This is an optimization exercise on Yosys and OpenROAD, whose aim is a short achievable clock period and few clock cycles, not a production implementation. Only simulation tests tie the RTL to the original design; equivalence was not proved.

==> flow/design.v <==
`timescale 1ns/1ns
package cpuIsaPkg;
    typedef logic [8-1:0] data_t;                  
    typedef logic [8-1:0] addr_t;                  
    typedef logic [$clog2(4)-1:0] regIdx_t;      
    typedef logic [2*8-1:0] instr_t;               
    typedef enum logic [3:0] {
        LDI = 4'd0,      
        LDM = 4'd1,      
        STM = 4'd2,      
        MOV = 4'd3,
        AND = 4'd4,
        OR  = 4'd5,
        NOT = 4'd6,
        ADD = 4'd7,
        SUB = 4'd8,
        LSL = 4'd9,
        LSR = 4'd10,
        INC = 4'd11,
        DEC = 4'd12,
        BRA = 4'd13,
        BNE = 4'd14,     
        NOP = 4'd15
    } opcode_e;
    typedef enum logic [1:0] {
        FETCH_HI = 2'd0,
        FETCH_LO = 2'd1,
        EXEC     = 2'd2
    } step_e;
    typedef struct packed {
        logic z;
        logic c;
        logic n;
    } flags_t;
    typedef enum logic [1:0] {
        WB_ALU = 2'd0,
        WB_IMM = 2'd1,
        WB_MEM = 2'd2
    } wbSrc_e;
    typedef struct packed {
        logic    regWe;
        regIdx_t regWsel;
        regIdx_t rdSelA;
        regIdx_t rdSelB;
        wbSrc_e  wbSrc;
        opcode_e aluOp;
        logic    flagsWe;
        logic    fetchHi;        
        logic    fetchLo;        
        logic    memWe;
        logic    branch;         
        logic    branchIfNz;     
        data_t   operand;        
    } ctrl_t;
    typedef struct packed {
        logic  we;
        addr_t addr;
        data_t data;
    } memLoad_t;
    typedef struct packed {
        logic  we;
        addr_t addr;
        data_t data;
    } memWrite_t;
    typedef struct packed {
        addr_t  pc;
        flags_t flags;
        logic   instrDone;
    } cpuStatus_t;
endpackage
`timescale 1ns/1ns
module instrDecoder
(
    input  logic   clk,
    input  logic   rst,
    input  cpuIsaPkg::data_t  rdData,
    input  cpuIsaPkg::flags_t flags,
    output cpuIsaPkg::ctrl_t  ctrl,
    output logic   instrDone
);
    cpuIsaPkg::step_e   step;
    cpuIsaPkg::instr_t  ir;
    cpuIsaPkg::opcode_e opcode;
    cpuIsaPkg::regIdx_t dst;
    cpuIsaPkg::regIdx_t src;
    always_ff @(posedge clk) begin
        if (rst) begin
            step <= cpuIsaPkg::FETCH_HI;
        end else begin
            case (step)
                cpuIsaPkg::FETCH_HI: step <= cpuIsaPkg::FETCH_LO;
                cpuIsaPkg::FETCH_LO: step <= cpuIsaPkg::EXEC;
                default:  step <= cpuIsaPkg::FETCH_HI;
            endcase
        end
    end
    always_ff @(posedge clk) begin
        if (!rst && step == cpuIsaPkg::FETCH_HI) begin
            ir[15:8] <= rdData;
        end
        if (!rst && step == cpuIsaPkg::FETCH_LO) begin
            ir[7:0] <= rdData;
        end
    end
    assign opcode = cpuIsaPkg::opcode_e'(ir[15:12]);
    assign dst    = ir[11:10];
    assign src    = ir[9:8];
    always_comb begin
        ctrl         = '0;
        ctrl.regWsel = dst;
        ctrl.rdSelA  = dst;          
        ctrl.rdSelB  = src;
        ctrl.wbSrc   = cpuIsaPkg::WB_ALU;
        ctrl.aluOp   = opcode;
        ctrl.operand = ir[7:0];
        ctrl.fetchHi = (step == cpuIsaPkg::FETCH_HI);
        ctrl.fetchLo = (step == cpuIsaPkg::FETCH_LO);
        if (step == cpuIsaPkg::EXEC) begin
            case (opcode)
                cpuIsaPkg::LDI: begin
                    ctrl.regWe = 1'b1;
                    ctrl.wbSrc = cpuIsaPkg::WB_IMM;
                end
                cpuIsaPkg::LDM: begin
                    ctrl.regWe = 1'b1;
                    ctrl.wbSrc = cpuIsaPkg::WB_MEM;
                end
                cpuIsaPkg::STM: begin
                    ctrl.memWe  = 1'b1;
                    ctrl.rdSelA = src;   
                end
                cpuIsaPkg::MOV, cpuIsaPkg::AND, cpuIsaPkg::OR, cpuIsaPkg::NOT, cpuIsaPkg::ADD, cpuIsaPkg::SUB, cpuIsaPkg::LSL, cpuIsaPkg::LSR, cpuIsaPkg::INC, cpuIsaPkg::DEC: begin
                    ctrl.regWe   = 1'b1;
                    ctrl.flagsWe = 1'b1;
                end
                cpuIsaPkg::BRA: ctrl.branch = 1'b1;
                cpuIsaPkg::BNE: ctrl.branchIfNz = ~flags.z;
                default: ;
            endcase
        end
    end
    assign instrDone = (step == cpuIsaPkg::EXEC);
endmodule
`timescale 1ns/1ns
module regFile
(
    input  logic  clk,
    input  logic  rst,
    input  cpuIsaPkg::ctrl_t ctrl,
    input  cpuIsaPkg::data_t aluResult,
    input  cpuIsaPkg::data_t rdData,
    output cpuIsaPkg::data_t rdA,
    output cpuIsaPkg::data_t rdB
);
    cpuIsaPkg::data_t regs [4];
    cpuIsaPkg::data_t wbData;
    always_comb begin
        case (ctrl.wbSrc)
            cpuIsaPkg::WB_IMM:  wbData = ctrl.operand;
            cpuIsaPkg::WB_MEM:  wbData = rdData;        
            default: wbData = aluResult;
        endcase
    end
    always_ff @(posedge clk) begin
        if (rst) begin
            for (int i = 0; i < 4; i++) begin
                regs[i] <= '0;
            end
        end else if (ctrl.regWe) begin
            regs[ctrl.regWsel] <= wbData;
        end
    end
    assign rdA = regs[ctrl.rdSelA];
    assign rdB = regs[ctrl.rdSelB];
endmodule
`timescale 1ns/1ns
module aluCore
(
    input  logic   clk,
    input  logic   rst,
    input  cpuIsaPkg::ctrl_t  ctrl,
    input  cpuIsaPkg::data_t  a,
    input  cpuIsaPkg::data_t  b,
    output cpuIsaPkg::data_t  result,
    output cpuIsaPkg::flags_t flags
);
    logic carry;
    logic carryWe;
    always_comb begin
        carry   = flags.c;
        carryWe = 1'b0;
        case (ctrl.aluOp)
            cpuIsaPkg::MOV: result = b;
            cpuIsaPkg::AND: result = a & b;
            cpuIsaPkg::OR:  result = a | b;
            cpuIsaPkg::NOT: result = ~b;
            cpuIsaPkg::ADD: begin
                {carry, result} = {1'b0, a} + {1'b0, b};
                carryWe = 1'b1;
            end
            cpuIsaPkg::SUB: begin
                {carry, result} = {1'b0, a} - {1'b0, b};
                carry   = ~carry;            
                carryWe = 1'b1;
            end
            cpuIsaPkg::LSL: begin
                carry   = b[7];
                result  = {b[6:0], 1'b0};
                carryWe = 1'b1;
            end
            cpuIsaPkg::LSR: begin
                carry   = b[0];
                result  = {1'b0, b[7:1]};
                carryWe = 1'b1;
            end
            cpuIsaPkg::INC: result = b + 8'd1;
            cpuIsaPkg::DEC: result = b - 8'd1;
            default: result = '0;            
        endcase
    end
    always_ff @(posedge clk) begin
        if (rst) begin
            flags <= '0;
        end else if (ctrl.flagsWe) begin
            flags.z <= (result == '0);
            flags.n <= result[7];
            if (carryWe) begin
                flags.c <= carry;            
            end
        end
    end
endmodule
`timescale 1ns/1ns
module addrUnit
(
    input  logic  clk,
    input  logic  rst,
    input  cpuIsaPkg::ctrl_t ctrl,
    output cpuIsaPkg::addr_t pc,
    output cpuIsaPkg::addr_t memAddr
);
    logic fetching;
    logic taken;
    assign fetching = ctrl.fetchHi | ctrl.fetchLo;
    assign taken = ctrl.branch | ctrl.branchIfNz;
    always_ff @(posedge clk) begin
        if (rst) begin
            pc <= '0;
        end else if (fetching) begin
            pc <= pc + 8'd1;
        end else if (taken) begin
            pc <= cpuIsaPkg::addr_t'(ctrl.operand);     
        end
    end
    assign memAddr = fetching ? pc : cpuIsaPkg::addr_t'(ctrl.operand);
endmodule
`timescale 1ns/1ns
module dataMemory
(
    input  logic      clk,
    input  cpuIsaPkg::memLoad_t  load,
    input  cpuIsaPkg::addr_t     addr,
    input  cpuIsaPkg::memWrite_t wr,
    output cpuIsaPkg::data_t     rdData
);
    cpuIsaPkg::data_t mem [256];
    always_ff @(posedge clk) begin
        if (load.we) begin
            mem[load.addr] <= load.data;
        end else if (wr.we) begin
            mem[wr.addr] <= wr.data;
        end
    end
    assign rdData = mem[addr];
endmodule
`timescale 1ns/1ns
module cpuTop
(
    input  logic       clk,
    input  logic       rst,
    input  logic       load_we,
    input  logic [7:0] load_addr,
    input  logic [7:0] load_data,
    output logic       store_we,
    output logic [7:0] store_addr,
    output logic [7:0] store_data,
    output logic [7:0] status_pc,
    output logic [2:0] status_flags,
    output logic       status_instrDone
);
    cpuIsaPkg::ctrl_t     ctrl;
    cpuIsaPkg::data_t     rdData;
    cpuIsaPkg::data_t     rdA;
    cpuIsaPkg::data_t     rdB;
    cpuIsaPkg::data_t     aluResult;
    cpuIsaPkg::flags_t    flags;
    cpuIsaPkg::addr_t     pc;
    cpuIsaPkg::addr_t     memAddr;
    logic                 instrDone;
    cpuIsaPkg::memLoad_t  load;
    cpuIsaPkg::memWrite_t store;
    assign load.we   = load_we;
    assign load.addr = load_addr;
    assign load.data = load_data;
    instrDecoder decoder_i (
        .clk(clk), .rst(rst), .rdData(rdData), .flags(flags),
        .ctrl(ctrl), .instrDone(instrDone)
    );
    regFile regs_i (
        .clk(clk), .rst(rst), .ctrl(ctrl), .aluResult(aluResult),
        .rdData(rdData), .rdA(rdA), .rdB(rdB)
    );
    aluCore alu_i (
        .clk(clk), .rst(rst), .ctrl(ctrl), .a(rdA), .b(rdB),
        .result(aluResult), .flags(flags)
    );
    addrUnit addr_i (.clk(clk), .rst(rst), .ctrl(ctrl), .pc(pc), .memAddr(memAddr));
    dataMemory mem_i (
        .clk(clk), .load(load), .addr(memAddr), .wr(store), .rdData(rdData)
    );
    assign store.we   = ctrl.memWe;
    assign store.addr = cpuIsaPkg::addr_t'(ctrl.operand);
    assign store.data = rdA;
    assign store_we         = store.we;
    assign store_addr       = store.addr;
    assign store_data       = store.data;
    assign status_pc        = pc;
    assign status_flags     = flags;
    assign status_instrDone = instrDone;
endmodule
==> flow/config.mk <==
export PLATFORM = sky130hd
export DESIGN_NAME = cpuTop
export DESIGN_NICKNAME = cpuTop
export VERILOG_FILES = /design/flow/design.v
export SDC_FILE = /design/flow/constraint.sdc
export NUM_CORES = 4
export LEC_CHECK = 0
export CAP_MARGIN = 20
export CORE_MARGIN = 2
export CORE_UTILIZATION = 40
export SLEW_MARGIN = 20
==> flow/constraint.sdc <==
create_clock -name core_clock -period 7.0 [get_ports {clk}]
set_input_delay 1.4000 -clock core_clock [delete_from_list [all_inputs] [get_ports {clk}]]
set_output_delay 1.4000 -clock core_clock [all_outputs]
set_load 0.01 [all_outputs]
run.sh (not shown) runs the stock make flow with config.mk's settings and CLKGATE_MAP_FILE= SYNTH_SCRIPT=/design/flow/synth_recipe.tcl, a recipe that flattens the netlist after the stock synthesis.
Testbench counts at the start, summed over its fixed seeds: cycles 16,969.
==> next run, changes <==
SETUP_SLACK_MARGIN = 4.5   (was default)
TNS_END_PERCENT = 5   (was default)
=> The changed run finished clean; setup slack improves by 1600 ps; wire length grows by about a fifth; sequential share of layout area falls by 4.9 points; cell area rose by roughly a tenth; clock skew increases by 17 ps.

re-timing with driven ports:
Ports are ideal in the flow. The routed layouts listed here were re-timed in OpenROAD.
Step 1 sets driving cells, clkbuf_16 on the clock port and buf_2 on the other inputs (assumed; they add their load-dependent delay and slew).
Step 2 adds t to the input delays and takes it off the output delays; t is the mean of the earliest and latest rising clock arrival at the registers after step 1. Input paths then give back, and output paths get back, about the clock's delay inside the block.
Three values: ideal ports, drivers, drivers and shift; two values: the first two.
| run | t, ns | setup slack, ns | worst hold slack (ns) | worst data-port slew with drivers (ns) | cell pins on the clock port's net |
|---|---|---|---|---|---|
| the first run | 0.952 | 0.868 / 0.868 / 0.868 | 0.517 / 0.517 / 0.517 | 0.17 | 1 |
| the second run | 1.006 | 2.496 / 2.496 / 2.038 | 0.506 / 0.506 / 0.506 | 0.12 | 1 |
After both steps every run listed still meets setup and hold. The setup slack of the second run, which loses most, moves by 0.000 ns with the drivers and by -0.458 ns with both steps.
